From an optimization exercise on the open Yosys and OpenROAD flow, aimed at small area; shortcuts taken in it are not production practice.
The RTL was checked by simulation tests, not by an equivalence proof against the original design.
Power figures rest on the tool's default switching activity, not on a simulated workload.

==> flow/design.v <==
module ethernet_perf_counter_snapshot #(
  parameter int unsigned AUTO_PERIOD = 1000
) (
  input  logic        clk,
  input  logic        rst,
  input  logic [63:0] rx_frames,
  input  logic [63:0] rx_crc_err,
  input  logic [63:0] rx_bytes,
  input  logic [63:0] tx_frames,
  input  logic [63:0] tx_bytes,
  input  logic        snap_req,
  input  logic        clear_req,
  output logic        snap_done,
  output logic        busy,
  output logic [15:0] snap_seq,
  input  logic        rd_en,
  input  logic [4:0]  rd_addr,
  output logic        rd_valid,
  output logic [31:0] rd_data
);
  localparam int unsigned   TW     = (AUTO_PERIOD > 1) ? $clog2(AUTO_PERIOD) : 1;
  localparam bit            T_EN   = (AUTO_PERIOD != 0);
  localparam logic [TW-1:0] T_LAST = (AUTO_PERIOD > 0) ? TW'(AUTO_PERIOD - 1) : '0;
  logic [2:0]    ph;
  logic [TW-1:0] timer;
  logic          snap_pend;
  logic          clear_pend;
  logic          zc;    
  logic          zp;    
  logic [63:0] cur  [5];
  logic [63:0] prev [5];
  logic [63:0] live [5];
  logic idle, tick, req_any, clear_now, start, clear_do;
  assign live[0] = rx_frames;
  assign live[1] = rx_crc_err;
  assign live[2] = rx_bytes;
  assign live[3] = tx_frames;
  assign live[4] = tx_bytes;
  assign idle      = (ph == 3'd0);
  assign tick      = T_EN && (timer == T_LAST);
  assign req_any   = snap_pend | snap_req | tick;
  assign clear_now = clear_pend | clear_req;
  assign start     = idle && !clear_now && req_any;
  assign clear_do  = idle && clear_now;
  assign busy      = (ph != 3'd0) && (ph != 3'd7);
  assign snap_done = (ph == 3'd7);
  always_ff @(posedge clk) begin
    if (rst) begin
      timer <= '0;
    end else if (start || tick) begin
      timer <= '0;
    end else if (T_EN) begin
      timer <= timer + 1'b1;
    end
  end
  always_ff @(posedge clk) begin
    if (rst) begin
      ph         <= 3'd0;
      snap_pend  <= 1'b0;
      clear_pend <= 1'b0;
      snap_seq   <= '0;
      zc         <= 1'b1;
      zp         <= 1'b1;
    end else begin
      ph         <= idle ? {2'b00, start} : ph + 3'd1;
      snap_pend  <= req_any & (!idle | clear_now);
      clear_pend <= !idle & clear_now;
      if (clear_do) begin
        snap_seq <= '0;
        zc       <= 1'b1;
        zp       <= 1'b1;
      end else begin
        if (start) begin
          zc <= 1'b0;
          zp <= zc;
        end
        if (ph == 3'd6) begin
          snap_seq <= snap_seq + 16'd1;
        end
      end
    end
  end
  always_ff @(posedge clk) begin
    if (start) begin
      for (int i = 0; i < 5; i++) begin
        prev[i] <= cur[i];
        cur[i]  <= live[i];
      end
    end
  end
  logic [63:0] mc, mp, df, dl;
  logic        back;
  logic [63:0] g0, p0, gg, pp;
  logic [64:0] cy;
  logic [31:0] rd_word;
  logic [4:0]  sc, sp;
  always_comb begin
    mc = '0;
    mp = '0;
    for (int i = 0; i < 5; i++) begin
      sc[i] = (rd_addr[4:2] == 3'(i)) && !zc && !rst;
      sp[i] = (rd_addr[4:2] == 3'(i)) && !zp && !rst;
      mc = mc | (cur[i]  & {64{sc[i]}});
      mp = mp | (prev[i] & {64{sp[i]}});
    end
    g0 = mc & ~mp;
    p0 = mc ^ ~mp;
    gg = g0;
    pp = p0;
    for (int l = 0; l < 6; l++) begin
      for (int i = 0; i < 64; i++) begin
        if ((i % (2 << l)) == ((2 << l) - 1)) begin
          gg[i] = gg[i] | (pp[i] & gg[i - (1 << l)]);
          pp[i] = pp[i] & pp[i - (1 << l)];
        end
      end
    end
    for (int l = 4; l >= 0; l--) begin
      for (int i = 0; i < 64; i++) begin
        if ((i % (2 << l)) == ((1 << l) - 1) && i >= (2 << l)) begin
          gg[i] = gg[i] | (pp[i] & gg[i - (1 << l)]);
          pp[i] = pp[i] & pp[i - (1 << l)];
        end
      end
    end
    cy[0] = 1'b1;
    for (int i = 1; i <= 64; i++) cy[i] = gg[i-1] | pp[i-1];
    df   = p0 ^ cy[63:0];
    back = !cy[64];
    dl = back ? mc : df;
    case (rd_addr[1:0])
      2'd0:    rd_word = mc[31:0];
      2'd1:    rd_word = mc[63:32];
      2'd2:    rd_word = dl[31:0];
      default: rd_word = dl[63:32];
    endcase
    if (rd_addr == 5'd20 && !rst) begin
      rd_word = {busy, 15'd0, snap_seq};
    end
  end
  always_ff @(posedge clk) begin
    rd_valid <= rd_en && !rst;
    if (rd_en || rst) begin
      rd_data <= rd_word;
    end
  end
endmodule
make LEC_CHECK=0 CAP_MARGIN=20 CORE_MARGIN=2 CORE_UTILIZATION=40 CTS_BUF_LIST=sky130_fd_sc_hd__clkbuf_4 SLEW_MARGIN=20 finish   # period 8.0 ns
run.sh (not shown) runs the stock make flow with config.mk's settings and CLKGATE_MAP_FILE= SYNTH_SCRIPT=/design/flow/synth_recipe.tcl, a recipe that flattens the netlist after the stock synthesis.
The baseline produced a clean layout.
Next try:
==> flow/flow/run.sh (new file) <==
#!/bin/bash
# Standard ORFS layout, with the port buffers made from the smallest buffer cell.
set -euo pipefail
bash standard.sh finish \
  "BUFFER_PORTS_ARGS=-buffer_cell sky130_fd_sc_hd__buf_1" \
  > standard_flow.log 2>&1
==> flow/standard.sh (new file) <==
#!/bin/bash
# synth_recipe.tcl (not shown) runs the flow's synth.tcl, then flattens the netlist and writes it again
# the make line also repeats each setting of config.mk as NAME=value (left out here)
make -C /OpenROAD-flow-scripts/flow DESIGN_CONFIG=/design/flow/config.mk WORK_HOME=/design/flow/orfs CLKGATE_MAP_FILE= SYNTH_SCRIPT=/design/flow/synth_recipe.tcl "${@:-finish}"
--- a/flow/config.mk
+++ b/flow/config.mk
@@ -10,2 +10,5 @@
-export CORE_UTILIZATION = 40
-export CTS_BUF_LIST = sky130_fd_sc_hd__clkbuf_4
+export CORE_UTILIZATION = 60
+export CTS_BUF_LIST = sky130_fd_sc_hd__clkbuf_8
+export CTS_CLUSTER_DIAMETER = 40
+export CTS_CLUSTER_SIZE = 24
+export PLACE_DENSITY = 0.7
removed: flow/run.sh
After rerunning:
- hold slack gains 0.022 ns
- maximum frequency goes down by 3.3%
- clock power goes down by 9.9%
- die area goes down by 33%
- synthesized cell count is unchanged
- setup slack loses 0.22 ns
- wire length goes down by 9.8%
- first-iteration DRC count goes up by 28%
- cell area goes down by 9.1%
- power goes down by 5.9%
- combinational power goes down by 15%

==> re-timing with driven ports <==
How much do the figures lean on ideal ports? The routed layouts below were timed once more, with nothing changed but the port constraints.
Step 1: set_driving_cell puts a clkbuf_16 on clk and a buf_2 on each other input, an assumption about the parent block.
Step 2, shift: input delay + t, output delay - t, t = (earliest + latest rising clock arrival at the registers) / 2. This alone moves slack from input paths to output paths.
a / b / c = ideal / step 1 / step 2; a / b = the first two.
run | shift t [ns] | setup WS [ns] | worst setup path at the end | clock arrival spread, ns | slew at the worst register clock pin (ns)
the first run | 1.031 | 1.422 / 1.456 / 0.425 | input to register | 0.070 / 0.070 | 0.07 / 0.07
the second run | 0.744 | 1.199 / 1.227 / 0.483 | input to register | 0.035 / 0.035 | 0.10 / 0.10
After both steps every run listed still meets setup and hold. The setup slack of the first run, which loses most, moves by +0.034 ns with the drivers and by -0.997 ns with both steps.
